Background: an optimization exercise with open tools, aiming at small area. Do not read the settings as production practice.
Function was checked by simulation only, so behaviour that the tests miss may differ from the original.
Power is estimated from default activity; no workload was simulated.

[flow/config.mk]
export PLATFORM = sky130hd
export DESIGN_NAME = regfile_scoreboard
export DESIGN_NICKNAME = regfile_scoreboard
export VERILOG_FILES = /design/flow/design.v
export SDC_FILE = /design/flow/constraint.sdc
export NUM_CORES = 4
export LEC_CHECK = 0
export CAP_MARGIN = 20
export CORE_MARGIN = 2
export CORE_UTILIZATION = 40
export SLEW_MARGIN = 20
export SYNTH_HIERARCHICAL = 1
export SYNTH_MINIMUM_KEEP_SIZE = 0
[flow/constraint.sdc]
create_clock -name core_clock -period 7.0 [get_ports {clock}]
set_input_delay 1.4000 -clock core_clock [delete_from_list [all_inputs] [get_ports {clock}]]
set_output_delay 1.4000 -clock core_clock [all_outputs]
set_load 0.01 [all_outputs]
[flow/design.v]
module regfile_scoreboard #(
  parameter int          DATA_W     = 32,
  parameter int          ADDR_W     = 5,
  parameter logic [31:0] RESET_BASE = 32'h100
) (
  input  logic              clock,
  input  logic              reset,
  input  logic [ADDR_W-1:0] rs_addr,
  input  logic [ADDR_W-1:0] rt_addr,
  output logic [DATA_W-1:0] rs_data,
  output logic [DATA_W-1:0] rt_data,
  input  logic              wb_en,
  input  logic [ADDR_W-1:0] wb_addr,
  input  logic [DATA_W-1:0] wb_data,
  input  logic              issue_en,
  input  logic [ADDR_W-1:0] issue_dst,
  output logic              stall,
  output logic [ADDR_W:0]   pending_count
);
  localparam int NREGS = 2**ADDR_W;
  logic [DATA_W-1:0] data_q [1:NREGS-1];
  logic [NREGS-1:1] valid_q, pend_q;
  logic [NREGS-1:1] wb_mask, wb_keep, set_mask, eff;
  logic [NREGS-1:1] dec_rs, dec_rt, dec_dst;
  logic [ADDR_W:0] count_q, count_d;
  logic accept, set_new, clr_old;
  for (genvar r = 1; r < NREGS; r++) begin : g_dec
    assign wb_mask[r] = wb_en && wb_addr == ADDR_W'(r);
    assign dec_rs[r]  = rs_addr == ADDR_W'(r);
    assign dec_rt[r]  = rt_addr == ADDR_W'(r);
    assign dec_dst[r] = issue_dst == ADDR_W'(r);
  end
  assign eff = pend_q & ~wb_mask;
  assign stall = issue_en && |(eff & (dec_rs | dec_rt | dec_dst));
  assign accept = issue_en && !stall;
  assign set_mask = accept ? dec_dst : '0;
  assign set_new = |(set_mask & ~pend_q);
  assign clr_old = |(wb_mask & pend_q & ~set_mask);
  assign count_d = count_q + (ADDR_W+1)'(set_new) - (ADDR_W+1)'(clr_old);
  assign pending_count = count_q;
  always_ff @(posedge clock or posedge reset) begin
    if (reset) begin
      pend_q  <= '0;
      count_q <= '0;
    end else begin
      pend_q  <= eff | set_mask;
      count_q <= count_d;
    end
  end
  always_ff @(posedge clock or posedge reset) begin
    if (reset) valid_q <= '0;
    else       valid_q <= valid_q | wb_mask;
  end
  assign wb_keep = ~wb_mask;
  for (genvar r = 1; r < NREGS; r++) begin : g_reg
    logic [DATA_W-1:0] d;
    for (genvar b = 0; b < DATA_W; b++) begin : g_bit
      rf_ao22 u (.a0(data_q[r][b]), .b0(wb_keep[r]), .a1(wb_data[b]), .b1(wb_mask[r]), .y(d[b]));
    end
    always_ff @(posedge clock)
      data_q[r] <= d;
  end
  logic [ADDR_W-1:0] rd_addr [2];
  logic [NREGS-1:1]  rd_dec [2];
  logic [DATA_W-1:0] rd_data [2];
  assign rd_addr[0] = rs_addr;
  assign rd_addr[1] = rt_addr;
  assign rd_dec[0]  = dec_rs;
  assign rd_dec[1]  = dec_rt;
  for (genvar p = 0; p < 2; p++) begin : g_rd
    logic [NREGS-1:1] hit;
    logic byp, rv;
    assign byp = wb_en && wb_addr == rd_addr[p] && rd_addr[p] != '0;
    assign hit = rd_dec[p] & valid_q;
    assign rv  = |rd_dec[p] && hit == '0;
    for (genvar b = 0; b < DATA_W; b++) begin : g_bit
      localparam logic [DATA_W-1:0] RV = RESET_BASE;
      logic [9:0] n;
      logic m, regs;
      for (genvar g = 0; g < 10; g++) begin : g_aoi
        rf_aoi222 u (.a0(hit[3*g+1]), .b0(data_q[3*g+1][b]), .a1(hit[3*g+2]), .b1(data_q[3*g+2][b]),
                     .a2(hit[3*g+3]), .b2(data_q[3*g+3][b]), .y(n[g]));
      end
      if (b < ADDR_W) begin : g_rva
        rf_ao22 u (.a0(hit[31]), .b0(data_q[31][b]), .a1(rv), .b1(rd_addr[p][b]), .y(m));
      end else if (RV[b]) begin : g_rv1
        assign m = (hit[31] && data_q[31][b]) || rv;
      end else begin : g_rv0
        assign m = hit[31] && data_q[31][b];
      end
      assign regs = ~&n | m;
      assign rd_data[p][b] = byp ? wb_data[b] : regs;
    end
  end
  assign rs_data = rd_data[0];
  assign rt_data = rd_data[1];
endmodule
module rf_ao22 (
  input  logic a0, b0, a1, b1,
  output logic y
);
  assign y = (a0 && b0) || (a1 && b1);
endmodule
module rf_aoi222 (
  input  logic a0, b0, a1, b1, a2, b2,
  output logic y
);
  assign y = !((a0 && b0) || (a1 && b1) || (a2 && b2));
endmodule
[flow/flow/run.sh]
#!/bin/bash
# Standard ORFS layout (the standard.sh, standard synthesis unchanged) with two changes:
#  - ports are buffered with sky130_fd_sc_hd__buf_1 instead of the default delay buffer
#  - CTS builds the tree from clkbuf_8 with no dummy loads
# make's output goes to flow_make.log in the work folder; each ORFS step keeps its own log
# under orfs/logs.
set -euo pipefail
cd "$(dirname "$0")/.."
bash standard.sh \
  BUFFER_PORTS_ARGS="-buffer_cell sky130_fd_sc_hd__buf_1" \
  CTS_ARGS="-sink_clustering_enable -repair_clock_nets -dont_use_dummy_load -sink_clustering_size 16 -sink_clustering_max_diameter 50 -buf_list {sky130_fd_sc_hd__clkbuf_8 sky130_fd_sc_hd__clkbuf_16} -root_buf sky130_fd_sc_hd__clkbuf_16" \
  finish > flow_make.log 2>&1
[flow/standard.sh]
#!/bin/bash
# synth_recipe.tcl (not shown) runs the flow's synth.tcl, then flattens the netlist and writes it again
# the make line also repeats each setting of config.mk as NAME=value (left out here)
make -C /OpenROAD-flow-scripts/flow DESIGN_CONFIG=/design/flow/config.mk WORK_HOME=/design/flow/orfs CLKGATE_MAP_FILE= SYNTH_SCRIPT=/design/flow/synth_recipe.tcl "${@:-finish}"
==> results of run 1 <==
[cell type report]
class                      instances  share of cell area
tap                             1403             0.03534
antenna                            2           0.0001007
multi-input combinational       2583              0.4235
clock buffer                     110             0.05541
timing repair buffer             362             0.04826
inverter                          45            0.003400
sequential                      1060              0.4340
[flip-flops by register name (all words and copies together) (netlist names)]
name / cells
data_q: 992
pend_q: 31
valid_q: 31
count_q: 6
[cells in the final DEF, fill, tap and decap left out, types with 68 or more instances in the layout]
cell type  instances
dfxtp_1          992
a222oi_1         640
clkbuf_16        110
a21oi_1           92
nor2_1            97
buf_4            227
buf_1             94
a22o_1          1003
dfrtp_1           68
nand4_1          127
nand2_1          125
[worst max path at each step]
stage          startpoint         end  slack, ps  cells after the start
2_1_floorplan  rt_addr[2]  rt_data[0]        640                     11
3_3_place_gp   rs_addr[4]  rs_data[8]        310                     10
3_5_place_dp        wb_en  count_q[4]        360                     20
4_1_cts        rs_addr[0]  rs_data[1]        520                     12
5_1_grt        rt_addr[1]  rt_data[2]        310                     12
6_report       rt_addr[3]  rt_data[6]        330                     10
[cell families (layout without fill, tap and decap cells)]
kind of cell / after synthesis / after routing / synth area share
AO/OA/AOI/OAI: 1926 / 1926 / 0.3981
buffers and inverters: 118 / 517 / 0.01162
XOR/XNOR: 13 / 13 / 0.002657
flip-flops: 1060 / 1060 / 0.5031
multiplexers: 7 / 7 / 0.001985
AND/OR/NAND/NOR: 630 / 630 / 0.08035
adder cells (fa/ha/maj): 7 / 7 / 0.002219
other: 0 / 2 / 0
[Yosys stat by module (local to each module, per instance)]
module              flip-flops and latches  cell area (sq um)  cells inside
rf_ao22                                  0              8.758             1
regfile_scoreboard                    1060              27670          2119
rf_aoi222                                0              10.01             1
[cells in the mapped netlist (all sizes together), types with 6 or more instances]
cell type,instances
nor3,25
inv,45
nand2,132
nand4,128
dfrtp,68
a21oi,92
o21ai,50
a222oi,640
clkbuf,45
nand3,26
a31oi,15
or2,27
buf,28
nor4,13
ha,6
and3,54
nor3b,7
and2,19
xor2,7
a2111oi,55
nand2b,19
a32oi,7
nand4b,15
or4,9
nor2,117
xnor2,6
dfxtp,992
a22o,1003
a22oi,14
o22ai,8
nor2b,13
[power by group]
group | switching [mW] | total, mW | leakage [nW] | internal, mW
Combinational | 1.21 | 2.56 | 8.52 | 1.34
Sequential | 1.03 | 8.33 | 9.07 | 7.30
Clock | 2.32 | 5.04 | 1.36 | 2.73
[per-stage QoR]
stage,cells,instance area (sq um),worst slack (ps)
after detailed placement,5453,46910,364.8
after global routing,5564,49680,313.1
after floorplan,3761,42850,641.8
final,5565,49680,325.2
after CTS,5563,49660,523.9
after global placement,5453,46910,314.9
[layer usage]
layer  routed length, um  track usage  share of wire  vias to the layer above
li1                    -            -              -                    17673
met1               80940       0.4834           0.39                    21069
met2               85190       0.5107           0.41                     3554
met3               26580      0.08460           0.13                      640
met4               15130       0.2284          0.073                        2
met5                  13            0       0.000063                        -
==> reports/results.ini, run 1 <==
[status]
outcome=finished clean

[cells_and_area]
area_growth_pct=15.92
multi_input_area_sq_um=21040
layout.core_utilization=0.4660
fill_cells=9930
layout-drive-gt1-share=0.1195
seq_area_sq_um=21560
final_nets=4225

[floorplan]
coreArea_sq_um=106600
die-area_sq_um=109800
die-width_um=331.3
die_height_um=331.3
ios=127
fp-row-count=120
initial_core_util=0.4020

[logic_synthesis]
async_flop_share=0.06415
synth_area_sq_um=42850
synth_cell_types=82
ys_seq_area_frac=0.5031
mappedNetlistNets=3824
syn_avg_cell_area_sq_um=11.39
ys.flop_type=dfxtp_1
synth_top_area_frac=0.4634
ys_warn_count=15
synth_edf_count=0
syn_inst=3761
yosys_register_bits=1060
synth_area_leaders=dfxtp_1 46%, a22o_1 20%, a222oi_1 15%
synth_top_area_cell=dfxtp_1

[grt]
grt_pass1_wl_um=292100
grt_pass1_vias=40007
grt_max_degree=69
grtUsageTotal=0.3576
grt.overflow.total=0
antenna_found_initial=7

[critical_path]
cp_top_family=simple AND/OR/NAND/NOR gates
r2r_cells=17
endpoint_kind=output port
reg2reg_to=count_q[4]
reg2reg_from=pend_q[3]
slowest_stage=nor2b_1
crit_chain=buf_1, buf_4, nor2b_1, and3_2, buf_4, a222oi_1, nand4_1, a2111oi_0, a21oi_1, buf_1
crit_arrival_ps=5270
r2r_setup_slack_ps=2300
crit_buf_inv=4
critical-path-max-stage-delay_ps=870
crit_type=input pin to output port
worstSetupStartpointType=input pin
required_ps=5600
path_max_fanout=18

[timing]
slew_headroom=0.2300
clock.fmax_mhz=149.8
period_minus_slack_ps=6675
rsz0062_at_grt=no
hold_viol=0
post-route-period-util=0.9535
tightest_slew_ps=1152
finalSetupViolCount=0
whs_ps=484.3
finalMaxSlewViolations=0
skew_ps=29.51
fin_tns_setup_ps=0

[power_and_ir_drop]
power.density_nw_per_um2=320.5
cellLeakagePower_nw=18.95
vdd_drop_max_uv=207.8
total_power_mw=15.92

[clocking]
tritoncts=done
cts_made_buffers=110
cts-htree-levels=3
post_cts_resized=0
cts.clk_slew.worst_paths_ps=50
cts_buffer_depth=3
hold_buffers=0
clkLatencyLatePin_ps=650
cts_root_buffer=clkbuf_16
cts_setup_buffers=0
clkSinkCount=1060

[drt]
wl_um=207900
drtIter0Drc=8845
via_per_inst=7.716
drc_errors=0
firstDrtPassIters=13
wl_per_cell_um=37.35
ant_nets=0
vias=42938

[placed_design]
io_buffers=126
gp_congestion=1.035
hpwl_um=128900

[min_path]
holdPathStages=1
hp-class=flop to flop
worstHoldEndpoint=valid_q[14]
min_from=valid_q[14]

[job]
drv_cap=0

==> run 2, diff against run 1 <==
==> flow/flow/run.sh (replaced) <==
#!/bin/bash
# Standard ORFS layout (the standard.sh, standard synthesis unchanged) with two changes:
#  - ports are buffered with sky130_fd_sc_hd__buf_1 instead of the default delay buffer
#  - CTS builds the leaves from clkbuf_8 in clusters of up to 14 sinks within 50 um, with
#    no dummy loads
# make's output goes to flow_make.log in the work folder; each ORFS step keeps its own log
# under orfs/logs.
set -euo pipefail
cd "$(dirname "$0")/.."
bash standard.sh \
  BUFFER_PORTS_ARGS="-buffer_cell sky130_fd_sc_hd__buf_1" \
  CTS_ARGS="-sink_clustering_enable -repair_clock_nets -dont_use_dummy_load -sink_clustering_size 14 -sink_clustering_max_diameter 50 -buf_list sky130_fd_sc_hd__clkbuf_8" \
  finish > flow_make.log 2>&1
==> run 2 against run 1 <==
Synthesized area did not move. Sequential power barely moved. Non-clock buffer count did not move. Via count fell by 0.24%. Sequential cell count did not move. Critical path type unchanged. Critical endpoint is now rt_data[31]. Largest power group unchanged.
==> reports/results.ini, run 2 <==
[cells_and_area]
reg_top3=data_q: 992 flops, pend_q: 31 flops, valid_q: 31 flops  ; unchanged
layout-drive-gt1-share=0.1192  ; was 0.1195
largest_reg_flops=992  ; unchanged
layout_common_cells=1,003 x a22o_1, 992 x dfxtp_1, 640 x a222oi_1  ; unchanged
top_register=data_q  ; unchanged
final_common_cell=a22o_1  ; unchanged
final_nets=4225  ; unchanged
fill_cells=10079  ; was 9,930
area_growth_pct=13.04  ; was 15.92%

[timing]
tightest_slew_ps=1259  ; was 1152 ps
slew_headroom=0.1589  ; was 0.2300
hold_viol=0  ; unchanged
fin_tns_setup_ps=0  ; unchanged
rsz0062_at_grt=no  ; unchanged
post-route-period-util=0.9664  ; was 0.9535
skew_ps=47.40  ; was 29.51 ps
whs_ps=486.4  ; was 484.3 ps
finalSetupViolCount=0  ; unchanged
clock.fmax_mhz=147.8  ; was 149.8 MHz
finalMaxSlewViolations=0  ; unchanged
setup_ws_ps=235.3  ; was 325.2 ps
period_minus_slack_ps=6765  ; was 6675 ps

[clocking]
clkLatencyLatePin_ps=760  ; was 650 ps
clkSinkCount=1060  ; unchanged
cts_made_buffers=110  ; unchanged
cts.clk_slew.worst_paths_ps=70  ; was 50 ps
cts_root_buffer=clkbuf_8  ; was clkbuf_16
cts_setup_buffers=0  ; unchanged
cts_buffer_depth=3  ; unchanged
tritoncts=done  ; unchanged
hold_buffers=0  ; unchanged
post_cts_resized=0  ; unchanged
cts-htree-levels=3  ; unchanged

[grt]
grtUsageTotal=0.3575  ; was 0.3576
grt_max_degree=69  ; unchanged
grt_pass1_vias=39913  ; was 40,007
use_met1=0.4849  ; was 0.4834
grt-busiest-layer=met2  ; unchanged
gr-usage-met2=0.5160  ; was 0.5107
grt_pass1_wl_um=291900  ; was 292,100 um
antenna_found_initial=8  ; was 7
grt.overflow.total=0  ; unchanged
use_met3=0.08191  ; was 0.08460

[logic_synthesis]
syn_inst=3761  ; unchanged
ys_warn_count=15  ; unchanged
synth_area_sq_um=42850  ; unchanged
synth.most_common_cell=a22o_1  ; unchanged
synth_top_area_frac=0.4634  ; unchanged
syn_avg_cell_area_sq_um=11.39  ; unchanged
mappedNetlistNets=3824  ; unchanged
netlist_top_cells_count=1,003 x a22o_1, 992 x dfxtp_1, 640 x a222oi_1  ; unchanged
async_flop_share=0.06415  ; unchanged
synth_cell_types=82  ; unchanged
yosys_register_bits=1060  ; unchanged
synth_edf_count=0  ; unchanged
synth_top_area_cell=dfxtp_1  ; unchanged
ys.flop_type=dfxtp_1  ; unchanged
ys_seq_area_frac=0.5031  ; unchanged
synth_area_leaders=dfxtp_1 46%, a22o_1 20%, a222oi_1 15%  ; unchanged

[critical_path]
r2r_cells=17  ; unchanged
path_max_fanout=24  ; was 18
required_ps=5600  ; about the same
crit_type=input pin to output port  ; unchanged
reg2reg_from=pend_q[3]  ; unchanged
critPathLaunch=rt_addr[0]  ; was rt_addr[3]
crit_arrival_ps=5360  ; was 5270 ps
worstSetupStartpointType=input pin  ; unchanged
critical-path-max-stage-delay_ps=1070  ; was 870 ps
critPathMostFrequentCell=buf_1
endpoint_kind=output port  ; unchanged
slowest_stage=nor3b_1  ; was nor2b_1
r2r_setup_slack_ps=2330  ; was 2300 ps
crit_chain=buf_1, nor3b_1, and3_2, buf_4, a222oi_1, nand4_1, a2111oi_0, a21oi_1, buf_1  ; was buf_1, buf_4, nor2b_1, and3_2, buf_4, a222oi_1, nand4_1, a2111oi_0, a21oi_1, buf_1

[min_path]
min_from=valid_q[14]  ; unchanged
holdPathStages=1  ; unchanged
hp-class=flop to flop  ; unchanged

[placed_design]
gp_congestion=1.035  ; unchanged
place_ws_ps=364.8  ; unchanged
io_buffers=126  ; unchanged
hpwl_um=128900  ; unchanged

[floorplan]
coreArea_sq_um=106600  ; unchanged
die_height_um=331.3  ; unchanged
die-area_sq_um=109800  ; unchanged
initial_core_util=0.4020  ; unchanged
ios=127  ; unchanged
fp-row-count=120  ; unchanged
die-width_um=331.3  ; unchanged

[drt]
drtIter0Drc=8827  ; was 8,845
ant_nets=0  ; unchanged
via_per_inst=7.692  ; was 7.716
firstDrtPassIters=13  ; unchanged
wl_per_cell_um=37.34  ; was 37.35 um
drc_errors=0  ; unchanged
vias=42836  ; was 42,938
wl_um=207900  ; about the same

[power_and_ir_drop]
power.density_nw_per_um2=296.7  ; was 320.5 nW/um^2
total_power_mw=14.38  ; was 15.92 mW
cellLeakagePower_nw=18.38  ; was 18.95 nW
vdd_drop_max_uv=226.1  ; was 207.8 uV

[job]
drv_cap=0  ; unchanged

[status]
outcome=finished clean  ; unchanged

run 2: cell type report:
cell class | instances | area, sq um | area share
repair buffers | 362 | 2397 | 0.04948
diodes | 6 | 15.01 | 0.0003099
clock buffers | 110 | 1514 | 0.03125
multi-input cells | 2583 | 21030 | 0.4342
well taps | 1403 | 1755 | 0.03624
flip-flops and latches | 1060 | 21560 | 0.4451
inverters | 45 | 168.9 | 0.003487
run 2: path summary, 6_finish.rpt:
path                               end
min                        valid_q[14]
max in group asynchronous   count_q[5]
min in group asynchronous    pend_q[8]
max                        rt_data[31]
min reg2reg                valid_q[14]
max reg2reg                 count_q[4]
run 2: routing by layer:
| metal | share of wire | wire [um] |
|---|---|---|
| met3 | 0.13 | 26400 |
| met1 | 0.39 | 81390 |
| met5 | 0 | 0 |
| met4 | 0.071 | 14760 |
| met2 | 0.41 | 85400 |
run 2: cell families (layout without fill, tap and decap cells):
| family | Yosys count | after routing | share of synthesized area |
|---|---|---|---|
| compound gates | 1926 | 1926 | 0.3981 |
| flops | 1060 | 1060 | 0.5031 |
| simple gates | 630 | 630 | 0.08035 |
| buf+inv | 118 | 517 | 0.01162 |
| xor+xnor | 13 | 13 | 0.002657 |
| fa+ha+maj | 7 | 7 | 0.002219 |
| mux | 7 | 7 | 0.001985 |
| other cells | 0 | 6 | 0 |
run 2: Yosys stat by module (local to each module, per instance):
| module | cells inside | flops+latches |
|---|---|---|
| rf_ao22 | 1 | 0 |
| rf_aoi222 | 1 | 0 |
| regfile_scoreboard | 2119 | 1060 |
run 2: critical path, delay by kind of cell:
family	cells	cell delay, ps
and+or+nand+nor	3	1870
AOI/OAI and AO/OA	3	930
buffers and inverters	3	1130
run 2: where the power goes:
part           leakage [nW]  internal (mW)  switching, mW  total [mW]
Sequential             9.07           7.29           1.03        8.32
Combinational          8.52           1.34           1.21        2.55
Clock                 0.791           1.38           2.12        3.50
run 2: through the flow:
| step | utilization | cells | area, sq um |
|---|---|---|---|
| detailed placement | 0.4401 | 5453 | 46910 |
| global placement | 0.4400 | 5453 | 46910 |
| global route | 0.4544 | 5566 | 48440 |
| CTS | 0.4543 | 5563 | 48430 |
| finish | 0.4544 | 5569 | 48450 |
| floorplan | - | 3761 | 42850 |
==> run 3, diff against run 2 <==
==> flow/flow/run.sh (replaced) <==
#!/bin/bash
# Standard ORFS layout (the standard.sh, standard synthesis unchanged) with two changes:
#  - ports are buffered with sky130_fd_sc_hd__buf_1 instead of the default delay buffer
#  - CTS builds the leaves from clkbuf_8 in clusters of up to 16 sinks within 60 um, with
#    no dummy loads
# make's output goes to flow_make.log in the work folder; each ORFS step keeps its own log
# under orfs/logs.
set -euo pipefail
cd "$(dirname "$0")/.."
bash standard.sh \
  BUFFER_PORTS_ARGS="-buffer_cell sky130_fd_sc_hd__buf_1" \
  CTS_ARGS="-sink_clustering_enable -repair_clock_nets -dont_use_dummy_load -sink_clustering_size 16 -sink_clustering_max_diameter 60 -buf_list sky130_fd_sc_hd__clkbuf_8" \
  finish > flow_make.log 2>&1
--- a/flow/config.mk
+++ b/flow/config.mk
@@ -8,6 +8,7 @@
 export CAP_MARGIN = 20
 export CORE_MARGIN = 2
 export CORE_UTILIZATION = 40
+export PLACE_DENSITY = 0.65
 export SLEW_MARGIN = 20
 export SYNTH_HIERARCHICAL = 1
 export SYNTH_MINIMUM_KEEP_SIZE = 0
==> run 3 against run 2 <==
Register-to-register slack lost 30 ps. Global-route usage shrank 0.42 points. Clock-buffer cell count down 15. Utilization is 0.22 points lower.
==> reports/results.ini, run 3 <==
[logic_synthesis]
synth.most_common_cell=a22o_1  ; unchanged
synth_cell_types=82  ; unchanged
synth_area_leaders=dfxtp_1 46%, a22o_1 20%, a222oi_1 15%  ; unchanged
synth_top_area_frac=0.4634  ; unchanged
synth_area_sq_um=42850  ; unchanged
yosys_register_bits=1060  ; unchanged
synth_top_area_cell=dfxtp_1  ; unchanged
netlist_top_cells_count=1,003 x a22o_1, 992 x dfxtp_1, 640 x a222oi_1  ; unchanged
ys_warn_count=15  ; unchanged
syn_avg_cell_area_sq_um=11.39  ; unchanged
synth_edf_count=0  ; unchanged
ys.flop_type=dfxtp_1  ; unchanged
async_flop_share=0.06415  ; unchanged
syn_inst=3761  ; unchanged
ys_seq_area_frac=0.5031  ; unchanged
mappedNetlistNets=3824  ; unchanged

[drt]
drtIter0Drc=9810  ; was 8,827
via_per_inst=7.823  ; was 7.692
wl_um=205500  ; was 207,900 um
drc_errors=0  ; unchanged
vias=43408  ; was 42,836
ant_nets=0  ; unchanged
wl_per_cell_um=37.03  ; was 37.34 um
firstDrtPassIters=17  ; was 13

[critical_path]
endpoint_kind=output port  ; unchanged
crit_arrival_ps=5510  ; was 5360 ps
path_max_fanout=15  ; was 24
required_ps=5600  ; about the same
worstSetupStartpointType=input pin  ; unchanged
crit_type=input pin to output port  ; unchanged

[power_and_ir_drop]
total_power_mw=14.13  ; was 14.38 mW
vdd_drop_max_uv=192.7  ; was 226.1 uV
power.density_nw_per_um2=293.1  ; was 296.7 nW/um^2
cellLeakagePower_nw=18.32  ; was 18.38 nW

[cells_and_area]
reg_top3=data_q: 992 flops, pend_q: 31 flops, valid_q: 31 flops  ; unchanged
final_nets=4209  ; was 4,225
multi_input_area_sq_um=21030  ; about the same
layout-drive-gt1-share=0.1149  ; was 0.1192
top_register=data_q  ; unchanged
layout_common_cells=1,003 x a22o_1, 992 x dfxtp_1, 640 x a222oi_1  ; unchanged
largest_reg_flops=992  ; unchanged
fill_cells=10056  ; was 10,079
area_growth_pct=12.51  ; was 13.04%
design_area_sq_um=48220  ; was 48,450 sq um
final_common_cell=a22o_1  ; unchanged
seq_area_sq_um=21560  ; unchanged
stdcell_count=5549  ; was 5,569

[job]
drv_cap=0  ; unchanged

[timing]
rsz0062_at_grt=no  ; unchanged
clock.fmax_mhz=144.7  ; was 147.8 MHz
fin_tns_setup_ps=0  ; unchanged
finalMaxSlewViolations=0  ; unchanged
slew_headroom=0.2214  ; was 0.1589
tightest_slew_ps=1159  ; was 1259 ps
period_minus_slack_ps=6910  ; was 6765 ps
skew_ps=111.1  ; was 47.40 ps
finalSetupViolCount=0  ; unchanged
post-route-period-util=0.9871  ; was 0.9664
hold_viol=0  ; unchanged

[floorplan]
die-area_sq_um=109800  ; unchanged
ios=127  ; unchanged
coreArea_sq_um=106600  ; unchanged
die-width_um=331.3  ; unchanged
initial_core_util=0.4020  ; unchanged
fp-row-count=120  ; unchanged
die_height_um=331.3  ; unchanged

[clocking]
clkLatencyLatePin_ps=780  ; was 760 ps
hold_buffers=0  ; unchanged
cts_root_buffer=clkbuf_8  ; unchanged
cts.clk_slew.worst_paths_ps=60  ; was 70 ps
tritoncts=done  ; unchanged
cts_setup_buffers=0  ; unchanged
cts_buffer_depth=3  ; unchanged
post_cts_resized=0  ; unchanged
cts-htree-levels=3  ; unchanged
cts_made_buffers=95  ; was 110
clkSinkCount=1060  ; unchanged

[grt]
grt_pass1_vias=40491  ; was 39,913
grt.overflow.total=0  ; unchanged
antenna_found_initial=4  ; was 8
grt_pass1_wl_um=290400  ; was 291,900 um
grtUsageTotal=0.3533  ; was 0.3575
grt_max_degree=69  ; unchanged

[placed_design]
io_buffers=126  ; unchanged
gp_congestion=1.040  ; was 1.035
hpwl_um=125600  ; was 128,900 um
dp_cells=5452  ; was 5,453
dpl-instance-area_sq_um=46890  ; was 46,910 sq um

[min_path]
hp-class=flop to flop  ; unchanged

[status]
outcome=finished clean  ; unchanged

[run 3: power breakdown]
part / switching [mW] / total [mW] / internal (mW) / leakage [nW]
logic: 1.22 / 2.55 / 1.33 / 8.56
registers: 1.03 / 8.32 / 7.28 / 9.07
clock network: 2.06 / 3.27 / 1.21 / 0.683
total: 4.32 / 14.1 / 9.82 / 18.3
[run 3: final timing paths]
check	from	end	cells after the start	slack [ps]
hold / removal	valid_q[31]	valid_q[31]	1	490
setup / recovery	rs_addr[0]	rs_data[8]	10	90
min in group asynchronous	reset	pend_q[1]	3	880
setup reg to reg	pend_q[15]	count_q[4]	16	2300
hold reg to reg	valid_q[31]	valid_q[31]	1	490
max in group asynchronous	reset	count_q[4]	3	5400
[run 3: modules after synthesis, one instance, submodules excluded]
module / cells / cell area (sq um) / flops+latches / copies in the design
regfile_scoreboard: 2119 / 27670 / 1060 / 1
rf_ao22: 1 / 8.758 / 0 / 1002
rf_aoi222: 1 / 10.01 / 0 / 640
[run 3: metrics by stage]
step                utilization  setup slack, ps  hold WS (ps)
global placement         0.4399            363.6         467.0
finish                   0.4523            89.96         492.6
CTS                      0.4521            393.6         486.0
floorplan                     -            641.8         426.7
detailed placement       0.4399            335.2         472.2
global route             0.4523            125.0         511.8
[run 3: worst max-delay path: stages]
cell and delay [ps]:
buf_1 560, nor2_1 410, and3_2 540, buf_4 300, a222oi_1 310, nand4_1 320, a2111oi_0 920, nand2_1 130
o22a_1 410, buf_1 210
[run 3: cells by family after synthesis]
logic type	after synthesis	share of synthesized area
AO/OA/AOI/OAI	1926	0.3981
multiplexers	7	0.001985
flip-flops	1060	0.5031
XOR/XNOR	13	0.002657
adder cells (fa/ha/maj)	7	0.002219
buffers and inverters	118	0.01162
AND/OR/NAND/NOR	630	0.08035
[run 3: per-layer routing]
layer	routed length, um	GRT usage
met4	15160	0.2134
met2	83030	0.5026
met3	30330	0.1010
met5	13	0
met1	76940	0.4728
[run 3: area by class of cell]
class / count / area share
antenna: 2 / 0.0001038
tap: 1403 / 0.03641
timing repair buffer: 361 / 0.04949
clock buffer: 95 / 0.02712
inverter: 45 / 0.003503
multi-input combinational: 2583 / 0.4362
sequential: 1060 / 0.4472
==> run 4, diff against run 3 <==
--- a/flow/config.mk
+++ b/flow/config.mk
@@ -8,7 +8,7 @@
 export CAP_MARGIN = 20
 export CORE_MARGIN = 2
 export CORE_UTILIZATION = 40
-export PLACE_DENSITY = 0.65
+export PLACE_DENSITY = 0.7
 export SLEW_MARGIN = 20
 export SYNTH_HIERARCHICAL = 1
 export SYNTH_MINIMUM_KEEP_SIZE = 0
==> run 4 against run 3 <==
Total power shrank 1.0%. Via count shrank 0.43%. Maximum frequency grew 1.2%. Worst hold slack gained 9.2 ps. Sequential share of layout area grew 0.20 points. Cell area shrank 0.45%. Largest cell class unchanged.
==> reports/results.ini, run 4 <==
[cells_and_area]
area_growth_pct=12.00  ; was 12.51%
largest_reg_flops=992  ; unchanged
design_area_sq_um=48000  ; was 48,220 sq um
layout_common_cells=1,003 x a22o_1, 992 x dfxtp_1, 640 x a222oi_1  ; unchanged
stdcell_count=5533  ; was 5,549
layout-drive-gt1-share=0.1083  ; was 0.1149
top_register=data_q  ; unchanged
fill_cells=10003  ; was 10,056
final_nets=4192  ; was 4,209
layout.core_utilization=0.4503  ; was 0.4523
reg_top3=data_q: 992 flops, pend_q: 31 flops, valid_q: 31 flops  ; unchanged
final_common_cell=a22o_1  ; unchanged

[logic_synthesis]
ys_seq_area_frac=0.5031  ; unchanged
synth_top_area_frac=0.4634  ; unchanged
synth_cell_types=82  ; unchanged
syn_inst=3761  ; unchanged
ys_warn_count=15  ; unchanged
yosys_register_bits=1060  ; unchanged
syn_avg_cell_area_sq_um=11.39  ; unchanged
synth_edf_count=0  ; unchanged
synth_area_sq_um=42850  ; unchanged
async_flop_share=0.06415  ; unchanged
synth_area_leaders=dfxtp_1 46%, a22o_1 20%, a222oi_1 15%  ; unchanged
synth.most_common_cell=a22o_1  ; unchanged
synth_top_area_cell=dfxtp_1  ; unchanged
mappedNetlistNets=3824  ; unchanged
ys.flop_type=dfxtp_1  ; unchanged
netlist_top_cells_count=1,003 x a22o_1, 992 x dfxtp_1, 640 x a222oi_1  ; unchanged

[drt]
via_per_inst=7.812  ; was 7.823
vias=43222  ; was 43,408
wl_per_cell_um=35.66  ; was 37.03 um
drtIter0Drc=9569  ; was 9,810
wl_um=197300  ; was 205,500 um
drc_errors=0  ; unchanged
firstDrtPassIters=15  ; was 17
ant_nets=0  ; unchanged

[placed_design]
dp_cells=5440  ; was 5,452
dpl-instance-area_sq_um=46750  ; was 46,890 sq um
place_ws_ps=256.2  ; was 335.2 ps
gp_congestion=1.057  ; was 1.040
hpwl_um=122400  ; was 125,600 um
io_buffers=126  ; unchanged

[critical_path]
reg2reg_from=pend_q[26]  ; was pend_q[15]
cp_top_family=compound AO/OA/AOI/OAI gates  ; unchanged
worstSetupStartpointType=input pin  ; unchanged
critical-path-max-stage-delay_ps=830  ; was 920 ps
crit_arrival_ps=5430  ; was 5510 ps
path_max_fanout=19  ; was 15
critPathMostFrequentCell=buf_4  ; was buf_1
r2r_cells=16  ; unchanged
reg2reg_to=count_q[4]  ; unchanged
crit_buf_inv=5  ; was 3
crit_type=input pin to output port  ; unchanged
required_ps=5600  ; about the same
endpoint_kind=output port  ; unchanged
slowest_stage=a2111oi_0  ; unchanged
crit_chain=buf_1, buf_4, and2_1, buf_4, and3_2, buf_4, a222oi_1, nand4_1, a2111oi_0, nand2_1, o22a_1, buf_1  ; was buf_1, nor2_1, and3_2, buf_4, a222oi_1, nand4_1, a2111oi_0, nand2_1, o22a_1, buf_1
r2r_setup_slack_ps=2290  ; was 2300 ps

[clocking]
cts_setup_buffers=0  ; unchanged
cts.clk_slew.worst_paths_ps=60  ; about the same
clkLatencyLatePin_ps=710  ; was 780 ps
post_cts_resized=0  ; unchanged
hold_buffers=0  ; unchanged
cts-htree-levels=3  ; unchanged
cts_root_buffer=clkbuf_8  ; unchanged
clkSinkCount=1060  ; unchanged
cts_made_buffers=90  ; was 95
cts_buffer_depth=3  ; unchanged
tritoncts=done  ; unchanged

[job]
drv_cap=0  ; unchanged

[timing]
period_minus_slack_ps=6827  ; was 6910 ps
tightest_slew_ps=1171  ; was 1159 ps
rsz0062_at_grt=no  ; unchanged
hold_viol=0  ; unchanged
finalMaxSlewViolations=0  ; unchanged
clock.fmax_mhz=146.5  ; was 144.7 MHz
fin_tns_setup_ps=0  ; unchanged
finalSetupViolCount=0  ; unchanged
setup_ws_ps=173.2  ; was 89.96 ps
whs_ps=501.8  ; was 492.6 ps
post-route-period-util=0.9753  ; was 0.9871
skew_ps=50.67  ; was 111.1 ps
slew_headroom=0.2192  ; was 0.2214

[min_path]
hp-class=flop to flop  ; unchanged
holdPathStages=1  ; unchanged
min_from=valid_q[2]  ; was valid_q[31]
worstHoldEndpoint=valid_q[2]  ; was valid_q[31]

[floorplan]
initial_core_util=0.4020  ; unchanged
ios=127  ; unchanged
die_height_um=331.3  ; unchanged
coreArea_sq_um=106600  ; unchanged
fp-row-count=120  ; unchanged
die-area_sq_um=109800  ; unchanged
die-width_um=331.3  ; unchanged

[grt]
grt_max_degree=69  ; unchanged
grtUsageTotal=0.3384  ; was 0.3533
grt_pass1_wl_um=280600  ; was 290,400 um
grt_pass1_vias=40099  ; was 40,491
antenna_found_initial=6  ; was 4
grt.overflow.total=0  ; unchanged

[power_and_ir_drop]
cellLeakagePower_nw=18.22  ; was 18.32 nW
total_power_mw=13.99  ; was 14.13 mW
power.density_nw_per_um2=291.5  ; was 293.1 nW/um^2
vdd_drop_max_uv=213.7  ; was 192.7 uV

[status]
outcome=finished clean  ; unchanged

[run 4: cell counts after synthesis]
Identical to the previous run, type by type.
[run 4: cell families (layout without fill, tap and decap cells)]
| group | count (synthesis) | after routing | synth area share |
|---|---|---|---|
| AO/OA/AOI/OAI | 1926 | 1926 | 0.3981 |
| flip-flops | 1060 | 1060 | 0.5031 |
| AND/OR/NAND/NOR | 630 | 630 | 0.08035 |
| buffers and inverters | 118 | 484 | 0.01162 |
| XOR/XNOR | 13 | 13 | 0.002657 |
| adder cells (fa/ha/maj) | 7 | 7 | 0.002219 |
| multiplexers | 7 | 7 | 0.001985 |
| other | 0 | 3 | 0 |
[run 4: final cells by class]
| cell class | instances | area, sq um | share of cell area |
|---|---|---|---|
| antenna | 3 | 7.507 | 0.0001564 |
| clock buffer | 90 | 1239 | 0.02581 |
| inverter | 45 | 168.9 | 0.003519 |
| multi-input combinational | 2583 | 21010 | 0.4377 |
| sequential | 1060 | 21560 | 0.4492 |
| tap | 1403 | 1755 | 0.03657 |
| timing repair buffer | 349 | 2257 | 0.04703 |
[run 4: worst max path at each step]
stage	from	endpoint	slack [ps]	depth (start not counted)
6_report	rs_addr[1]	rs_data[8]	170	12
4_1_cts	rt_addr[1]	rt_data[2]	470	12
3_5_place_dp	wb_addr[2]	count_q[4]	260	18
2_1_floorplan	rt_addr[2]	rt_data[0]	640	11
5_1_grt	rs_addr[1]	rs_data[8]	110	12
3_3_place_gp	wb_addr[2]	count_q[4]	240	18
[run 4: modules after synthesis, one instance, submodules excluded]
module / cells inside / cell area (sq um)
rf_ao22: 1 / 8.758
rf_aoi222: 1 / 10.01
regfile_scoreboard: 2119 / 27670
[run 4: power breakdown]
group | leakage, nW | switching [mW] | internal (mW)
Clock | 0.647 | 2.03 | 1.14
Sequential | 9.07 | 1.03 | 7.28
Combinational | 8.50 | 1.19 | 1.32
Total | 18.2 | 4.25 | 9.75
[run 4: per-layer routing]
metal | wire [um] | GRT usage | vias up | share of wire
met1 | 73420 | 0.4561 | 20891 | 0.37
li1 | - | - | 17552 | -
met4 | 14950 | 0.2151 | 2 | 0.076
met2 | 78210 | 0.4680 | 4044 | 0.40
met3 | 30690 | 0.1025 | 733 | 0.16
met5 | 16 | 0 | - | 0.000081
==> run 5, diff against run 4 <==
--- a/flow/config.mk
+++ b/flow/config.mk
@@ -8,7 +8,7 @@
 export CAP_MARGIN = 20
 export CORE_MARGIN = 2
 export CORE_UTILIZATION = 40
-export PLACE_DENSITY = 0.7
+export PLACE_DENSITY = 0.75
 export SLEW_MARGIN = 20
 export SYNTH_HIERARCHICAL = 1
 export SYNTH_MINIMUM_KEEP_SIZE = 0
==> run 5 against run 4 <==
Combinational power up 4%. Cell count up 0.74%. Largest power group unchanged. Highest routed layer unchanged. Sequential cell count unchanged. Clock-buffer cell count down 2. First-iteration DRC count up 12%. Cell area up 0.49%.
==> reports/results.ini, run 5 <==
[status]
outcome=finished clean  ; unchanged

[critical_path]
crit_arrival_ps=5440  ; was 5430 ps
path_max_fanout=25  ; was 19
endpoint_kind=output port  ; unchanged
worstSetupStartpointType=input pin  ; unchanged
required_ps=5600  ; about the same
crit_type=input pin to output port  ; unchanged

[logic_synthesis]
synth_top_family_by_area=compound AO/OA/AOI/OAI gates  ; unchanged
muxShareOfSynthArea=0.001985  ; unchanged
ys_warn_count=15  ; unchanged
synth_area_leaders=dfxtp_1 46%, a22o_1 20%, a222oi_1 15%  ; unchanged
synth_top_area_cell=dfxtp_1  ; unchanged
syn_inst=3761  ; unchanged
yosys_register_bits=1060  ; unchanged
synth.most_common_cell=a22o_1  ; unchanged
synth_cell_types=82  ; unchanged
synth-simple-area-share=0.08035  ; unchanged
ys.flop_type=dfxtp_1  ; unchanged
synth_top_area_frac=0.4634  ; unchanged
syn_avg_cell_area_sq_um=11.39  ; unchanged
synth_edf_count=0  ; unchanged
synth-compound-area-share=0.3981  ; unchanged
mappedNetlistNets=3824  ; unchanged
async_flop_share=0.06415  ; unchanged
synth_area_sq_um=42850  ; unchanged
synth-xor-area-share=0.002657  ; unchanged
synth_fa_ha_area_frac=0.002219  ; unchanged
ys_seq_area_frac=0.5031  ; unchanged
netlist_top_cells_count=1,003 x a22o_1, 992 x dfxtp_1, 640 x a222oi_1  ; unchanged

[drt]
wl_per_cell_um=36.21  ; was 35.66 um
vias=43880  ; was 43,222
drtIter0Drc=10695  ; was 9,569
ant_nets=0  ; unchanged
firstDrtPassIters=14  ; was 15
via_per_inst=7.872  ; was 7.812
drc_errors=0  ; unchanged
wl_um=201900  ; was 197,300 um

[cells_and_area]
design_area_sq_um=48230  ; was 48,000 sq um
layout-drive-gt1-share=0.1136  ; was 0.1083
final_nets=4229  ; was 4,192
reg_top3=data_q: 992 flops, pend_q: 31 flops, valid_q: 31 flops  ; unchanged
area_growth_pct=12.55  ; was 12.00%
top_register=data_q  ; unchanged
largest_reg_flops=992  ; unchanged
layout_common_cells=1,003 x a22o_1, 992 x dfxtp_1, 640 x a222oi_1  ; unchanged
final_common_cell=a22o_1  ; unchanged

[min_path]
hp-class=flop to flop  ; unchanged

[power_and_ir_drop]
p_int_mw=9.766  ; was 9.745 mW
clkPwrFrac=0.224  ; was 0.227
power.density_nw_per_um2=291.3  ; was 291.5 nW/um^2
swShare=0.3048  ; was 0.3036
net-switching-power_mw=4.282  ; was 4.248 mW
cellLeakagePower_nw=18.37  ; was 18.22 nW
seq_power_share=0.591  ; was 0.594
vdd_drop_max_uv=229.8  ; was 213.7 uV
combPwrFrac=0.185  ; was 0.179

[clocking]
post_cts_resized=0  ; unchanged
cts_setup_buffers=0  ; unchanged
hold_buffers=0  ; unchanged
cts-htree-levels=3  ; unchanged
clkLatencyLatePin_ps=690  ; was 710 ps
tritoncts=done  ; unchanged
cts.clk_slew.worst_paths_ps=90  ; was 60 ps
cts_made_buffers=88  ; was 90
clkSinkCount=1060  ; unchanged
cts_buffer_depth=3  ; unchanged
cts_root_buffer=clkbuf_8  ; unchanged

[timing]
post-route-period-util=0.9768  ; was 0.9753
fin_tns_setup_ps=0  ; unchanged
slew_headroom=0.1793  ; was 0.2192
finalMaxSlewViolations=0  ; unchanged
tightest_slew_ps=1231  ; was 1171 ps
hold_viol=0  ; unchanged
rsz0062_at_grt=no  ; unchanged
skew_ps=39.19  ; was 50.67 ps
period_minus_slack_ps=6838  ; was 6827 ps
setup_ws_ps=162.3  ; was 173.2 ps
finalSetupViolCount=0  ; unchanged
clock.fmax_mhz=146.2  ; was 146.5 MHz

[floorplan]
coreArea_sq_um=106600  ; unchanged
die-area_sq_um=109800  ; unchanged
die_height_um=331.3  ; unchanged
fp-row-count=120  ; unchanged
ios=127  ; unchanged
die-width_um=331.3  ; unchanged
initial_core_util=0.4020  ; unchanged

[placed_design]
place_ws_ps=308.5  ; was 256.2 ps
gp_congestion=1.068  ; was 1.057
io_buffers=126  ; unchanged
hpwl_um=123000  ; was 122,400 um
dpl-instance-area_sq_um=47000  ; was 46,750 sq um

[grt]
grtUsageTotal=0.3469  ; was 0.3384
antenna_found_initial=12  ; was 6
grt_pass1_wl_um=287900  ; was 280,600 um
grt.overflow.total=0  ; unchanged
grt_max_degree=69  ; unchanged
grt_pass1_vias=41396  ; was 40,099

[job]
drv_cap=0  ; unchanged

run 5: logic make-up (layout without fill, tap and decap cells):
| family | after synthesis | count (layout) |
|---|---|---|
| xor gates and xnor gates | 13 | 13 |
| buffers and inverters | 118 | 521 |
| and+or+nand+nor | 630 | 630 |
| DFF | 1060 | 1060 |
| AOI/OAI and AO/OA | 1926 | 1926 |
| other | 0 | 7 |
| muxes | 7 | 7 |
| adders and majority gates | 7 | 7 |
run 5: worst paths after layout:
check	startpoint	endpoint	slack [ps]	depth (start not counted)
min in group asynchronous	reset	valid_q[6]	960	3
worst min register to register	valid_q[17]	valid_q[17]	510	1
max in group asynchronous	reset	valid_q[27]	5310	3
worst max-delay path	rs_addr[0]	rs_data[8]	160	12
worst min-delay path	valid_q[17]	valid_q[17]	510	1
worst max register to register	pend_q[24]	count_q[4]	2130	18
run 5: per-stage QoR:
| step | total power, mW | hold WS (ps) | std cells | utilization |
|---|---|---|---|---|
| after floorplan | 9.793 | 426.7 | 3761 | - |
| after global placement | 10.77 | 465.4 | 5479 | 0.4409 |
| after detailed placement | 10.87 | 466.3 | 5479 | 0.4409 |
| after CTS | 13.88 | 495.0 | 5567 | 0.4523 |
| after global routing | 14.51 | 518.7 | 5569 | 0.4523 |
| final | 14.05 | 505.6 | 5574 | 0.4525 |
run 5: final cells by class:
class                      instances  area (sq um)
antenna                            7         17.52
clock buffer                      88          1211
fill                            9972         58370
inverter                          45         168.9
multi-input combinational       2583         21000
sequential                      1060         21560
tap                             1403          1755
timing repair buffer             388          2519
run 5: per-layer routing:
metal | global-route usage | part of all wire
met1 | 0.4496 | 0.36
met5 | 0 | 0.00020
met3 | 0.1235 | 0.17
met2 | 0.4784 | 0.39
met4 | 0.2399 | 0.085
run 5: Yosys stat by module (local to each module, per instance):
module,cells,cell area (sq um),times used
regfile_scoreboard,2119,27670,1
rf_ao22,1,8.758,1002
rf_aoi222,1,10.01,640
run 5: power by group through the flow:
stage	clock network [mW]	logic (mW)	registers [mW]
finish	3.14	2.60	8.30
detailed placement	0	2.51	8.36
global route	3.34	2.74	8.43
floorplan	0	1.70	8.09
global placement	0	2.46	8.31
CTS	3.13	2.51	8.24
run 5: worst max-delay path, stage by stage:
cell and delay (ps):
buf_1 450, buf_4 240, nor2b_1 50, buf_4 190, and3_2 320, buf_4 320
a222oi_1 320, nand4_1 470, a2111oi_0 900, nand2_1 120, o22a_1 400, buf_1 210
==> run 6, diff against run 5 <==
--- a/flow/config.mk
+++ b/flow/config.mk
@@ -7,8 +7,8 @@
 export LEC_CHECK = 0
 export CAP_MARGIN = 20
 export CORE_MARGIN = 2
-export CORE_UTILIZATION = 40
-export PLACE_DENSITY = 0.75
+export CORE_UTILIZATION = 55
+export PLACE_DENSITY = 0.7
 export SLEW_MARGIN = 20
 export SYNTH_HIERARCHICAL = 1
 export SYNTH_MINIMUM_KEEP_SIZE = 0
==> run 6 against run 5 <==
Still clean on timing, DRC and antenna. Cell area is 0.61% lower. Utilization rose by 17 points. Worst hold slack worse by 30 ps. Global-route usage rose by 13 points. Non-clock buffer count is 13 higher. Die area is 27% lower. Clock power fell by 3%. Total power down 0.72%. Worst setup slack gained 190 ps. Cell count decreased by 6.4%. Critical path type unchanged.
==> reports/results.ini, run 6 <==
[status]
outcome=finished clean  ; unchanged

[logic_synthesis]
synth_edf_count=0  ; unchanged
synth_top_area_cell=dfxtp_1  ; unchanged
synth_cell_types=82  ; unchanged
netlist_top_cells_count=1,003 x a22o_1, 992 x dfxtp_1, 640 x a222oi_1  ; unchanged
ys_warn_count=15  ; unchanged
syn_inst=3761  ; unchanged
ys_seq_area_frac=0.5031  ; unchanged
syn_avg_cell_area_sq_um=11.39  ; unchanged
async_flop_share=0.06415  ; unchanged
mappedNetlistNets=3824  ; unchanged
ys.flop_type=dfxtp_1  ; unchanged
synth_area_sq_um=42850  ; unchanged
yosys_register_bits=1060  ; unchanged
synth_area_leaders=dfxtp_1 46%, a22o_1 20%, a222oi_1 15%  ; unchanged
synth_top_area_frac=0.4634  ; unchanged
synth.most_common_cell=a22o_1  ; unchanged

[timing]
period_minus_slack_ps=6652  ; was 6838 ps
rsz0062_at_grt=no  ; unchanged
tightest_slew_ps=1203  ; was 1231 ps
whs_ps=475.6  ; was 505.6 ps
finalMaxSlewViolations=0  ; unchanged
finalSetupViolCount=0  ; unchanged
slew_headroom=0.1977  ; was 0.1793
clock.fmax_mhz=150.3  ; was 146.2 MHz
skew_ps=60.75  ; was 39.19 ps
post-route-period-util=0.9502  ; was 0.9768
hold_viol=0  ; unchanged
fin_tns_setup_ps=0  ; unchanged

[critical_path]
critical-path-max-stage-delay_ps=860  ; was 900 ps
worstSetupStartpointType=input pin  ; unchanged
critPathLaunch=rs_addr[4]  ; was rs_addr[0]
reg2reg_from=pend_q[24]  ; unchanged
critPathMostFrequentCell=buf_1  ; was buf_4
crit_type=input pin to output port  ; unchanged
slowest_stage=nor3b_1  ; was a2111oi_0
endpoint_kind=output port  ; unchanged
path_max_fanout=14  ; was 25
crit_buf_inv=3  ; was 5
required_ps=5600  ; about the same
crit_chain=buf_1, nor3b_1, buf_4, and3_2, nor2_1, and4_1, and3_1, a22o_1, nand4b_1, nor3_1, a21oi_1, buf_1  ; was buf_1, buf_4, nor2b_1, buf_4, and3_2, buf_4, a222oi_1, nand4_1, a2111oi_0, nand2_1, o22a_1, buf_1
cp_top_family=simple AND/OR/NAND/NOR gates  ; was compound AO/OA/AOI/OAI gates
crit_arrival_ps=5250  ; was 5440 ps

[cells_and_area]
seq_area_sq_um=21560  ; unchanged
layout_common_cells=1,003 x a22o_1, 992 x dfxtp_1, 640 x a222oi_1  ; unchanged
final_common_cell=a22o_1  ; unchanged
final_nets=4239  ; was 4,229
area_growth_pct=11.86  ; was 12.55%
layout-drive-gt1-share=0.1157  ; was 0.1136
layout.core_utilization=0.6198  ; was 0.4525
multi_input_area_sq_um=21030  ; was 21,000 sq um
top_register=data_q  ; unchanged
fill_cells=6505  ; was 9,972
largest_reg_flops=992  ; unchanged
reg_top3=data_q: 992 flops, pend_q: 31 flops, valid_q: 31 flops  ; unchanged

[floorplan]
die-width_um=283.1  ; was 331.3 um
ios=127  ; unchanged
die_height_um=283.1  ; was 331.3 um
coreArea_sq_um=77340  ; was 106,600 sq um
fp-row-count=102  ; was 120
initial_core_util=0.5541  ; was 0.4020
die-area_sq_um=80170  ; was 109,800 sq um

[grt]
antenna_found_initial=6  ; was 12
grt_max_degree=65  ; was 69
grtUsageTotal=0.4813  ; was 0.3469
grt_pass1_vias=40390  ; was 41,396
grt_pass1_wl_um=288000  ; was 287,900 um
grt.overflow.total=0  ; unchanged

[drt]
wl_per_cell_um=39.00  ; was 36.21 um
wl_um=203500  ; was 201,900 um
via_per_inst=8.447  ; was 7.872
drtIter0Drc=10157  ; was 10,695
ant_nets=0  ; unchanged
drc_errors=0  ; unchanged
vias=44085  ; was 43,880
firstDrtPassIters=14  ; unchanged

[power_and_ir_drop]
cellLeakagePower_nw=18.38  ; was 18.37 nW
power.density_nw_per_um2=290.9  ; was 291.3 nW/um^2
vdd_drop_max_uv=266.1  ; was 229.8 uV

[job]
drv_cap=0  ; unchanged

[placed_design]
io_buffers=126  ; unchanged
hpwl_um=126700  ; was 123,000 um
gp_congestion=1.066  ; was 1.068

[clocking]
clkLatencyLatePin_ps=710  ; was 690 ps
cts_setup_buffers=0  ; unchanged
cts_buffer_depth=3  ; unchanged
cts_made_buffers=85  ; was 88
cts-htree-levels=3  ; unchanged
clkSinkCount=1060  ; unchanged
post_cts_resized=0  ; unchanged
cts_root_buffer=clkbuf_8  ; unchanged
hold_buffers=0  ; unchanged
tritoncts=done  ; unchanged
cts.clk_slew.worst_paths_ps=40  ; was 90 ps

[min_path]
hp-class=flop to flop  ; unchanged
min_from=valid_q[31]  ; was valid_q[17]

-- run 6: cells by family (layout without fill, tap and decap cells) --
logic type                 Yosys count  count (layout)  share of synthesized area
xor gates and xnor gates            13              13                   0.002657
DFF                               1060            1060                     0.5031
and+or+nand+nor                    630             630                    0.08035
other                                0               5                          0
AOI/OAI and AO/OA                 1926            1926                     0.3981
buffers and inverters              118             531                    0.01162
adders and majority gates            7               7                   0.002219
muxes                                7               7                   0.001985
-- run 6: layer usage --
metal	wire length (um)	global-route usage
met3	31150	0.1398
met2	81520	0.6775
met5	67	0.003571
met1	71610	0.6254
met4	19180	0.3562
-- run 6: area by class of cell --
type                       instances  area share
antenna                            5   0.0002610
clock buffer                      85     0.02440
inverter                          45    0.003524
multi-input combinational       2583      0.4387
sequential                      1060      0.4498
tap                             1040     0.02714
timing repair buffer             401     0.05625
-- run 6: final timing paths --
check	end	cells past startpoint	slack (ps)
max	rs_data[3]	12	350
min	valid_q[31]	1	480
max reg2reg	count_q[4]	17	1990
min reg2reg	valid_q[31]	1	480
max in group asynchronous	valid_q[26]	3	5120
min in group asynchronous	count_q[0]	2	660
-- run 6: metrics by stage --
step	instance area, sq um	std cells	setup WS (ps)	total power, mW
finish	47940	5219	348.3	13.95
global route	47930	5216	385.6	14.42
CTS	47910	5214	579.2	13.80
detailed placement	46740	5129	143.5	10.88
global placement	46740	5129	214.5	10.79
floorplan	42850	3761	641.8	9.793
-- run 6: power by group --
group,switching (mW),internal (mW),leakage [nW]
Clock,1.96,1.09,0.611
Sequential,1.04,7.28,9.07
Combinational,1.22,1.35,8.70
Total,4.23,9.72,18.4
-- run 6: per-module statistics from Yosys, one instance, submodules excluded --
| module | area (sq um) | flops+latches |
|---|---|---|
| regfile_scoreboard | 27670 | 1060 |
| rf_aoi222 | 10.01 | 0 |
| rf_ao22 | 8.758 | 0 |

## afterwards: timing with drivers on the ports
The results above use ideal ports. As a check the final layouts listed here were re-extracted and re-timed, cells and wires unchanged. Step 1 (the two cells are an assumption about what drives the block):
set clk [get_ports {clock}]
set_driving_cell -lib_cell sky130_fd_sc_hd__clkbuf_16 $clk
set_driving_cell -lib_cell sky130_fd_sc_hd__buf_2 [delete_from_list [all_inputs] $clk]
Step 2 adds t to the input delays and takes it off the output delays; t is the mean of the earliest and latest rising clock arrival at the registers after step 1. Input paths then give back, and output paths get back, about the clock's delay inside the block. a / b / c = ideal ports / drivers / drivers and shift; a / b = the first two.
run	shift t [ns]	slack for setup (ns)	worst setup path at the end	clock arrival spread, ns	worst slew at a driven data input, ns
run 1	0.751	0.325 / 0.305 / 0.181	input to register	0.106 / 0.106	0.07
run 2	0.851	0.235 / 0.205 / 0.205	input to output	0.127 / 0.126	0.08
run 3	0.825	0.090 / 0.064 / 0.064	input to output	0.161 / 0.160	0.06
run 4	0.809	0.173 / 0.153 / 0.123	input to register	0.156 / 0.156	0.08
run 5	0.781	0.162 / 0.128 / 0.112	input to register	0.132 / 0.132	0.07
run 6	0.784	0.348 / 0.319 / 0.031	input to register	0.130 / 0.130	0.04
After both steps setup and hold are still met in every run listed. The setup slack of run 6, which loses most, moves by -0.029 ns with the drivers and by -0.317 ns with both steps.
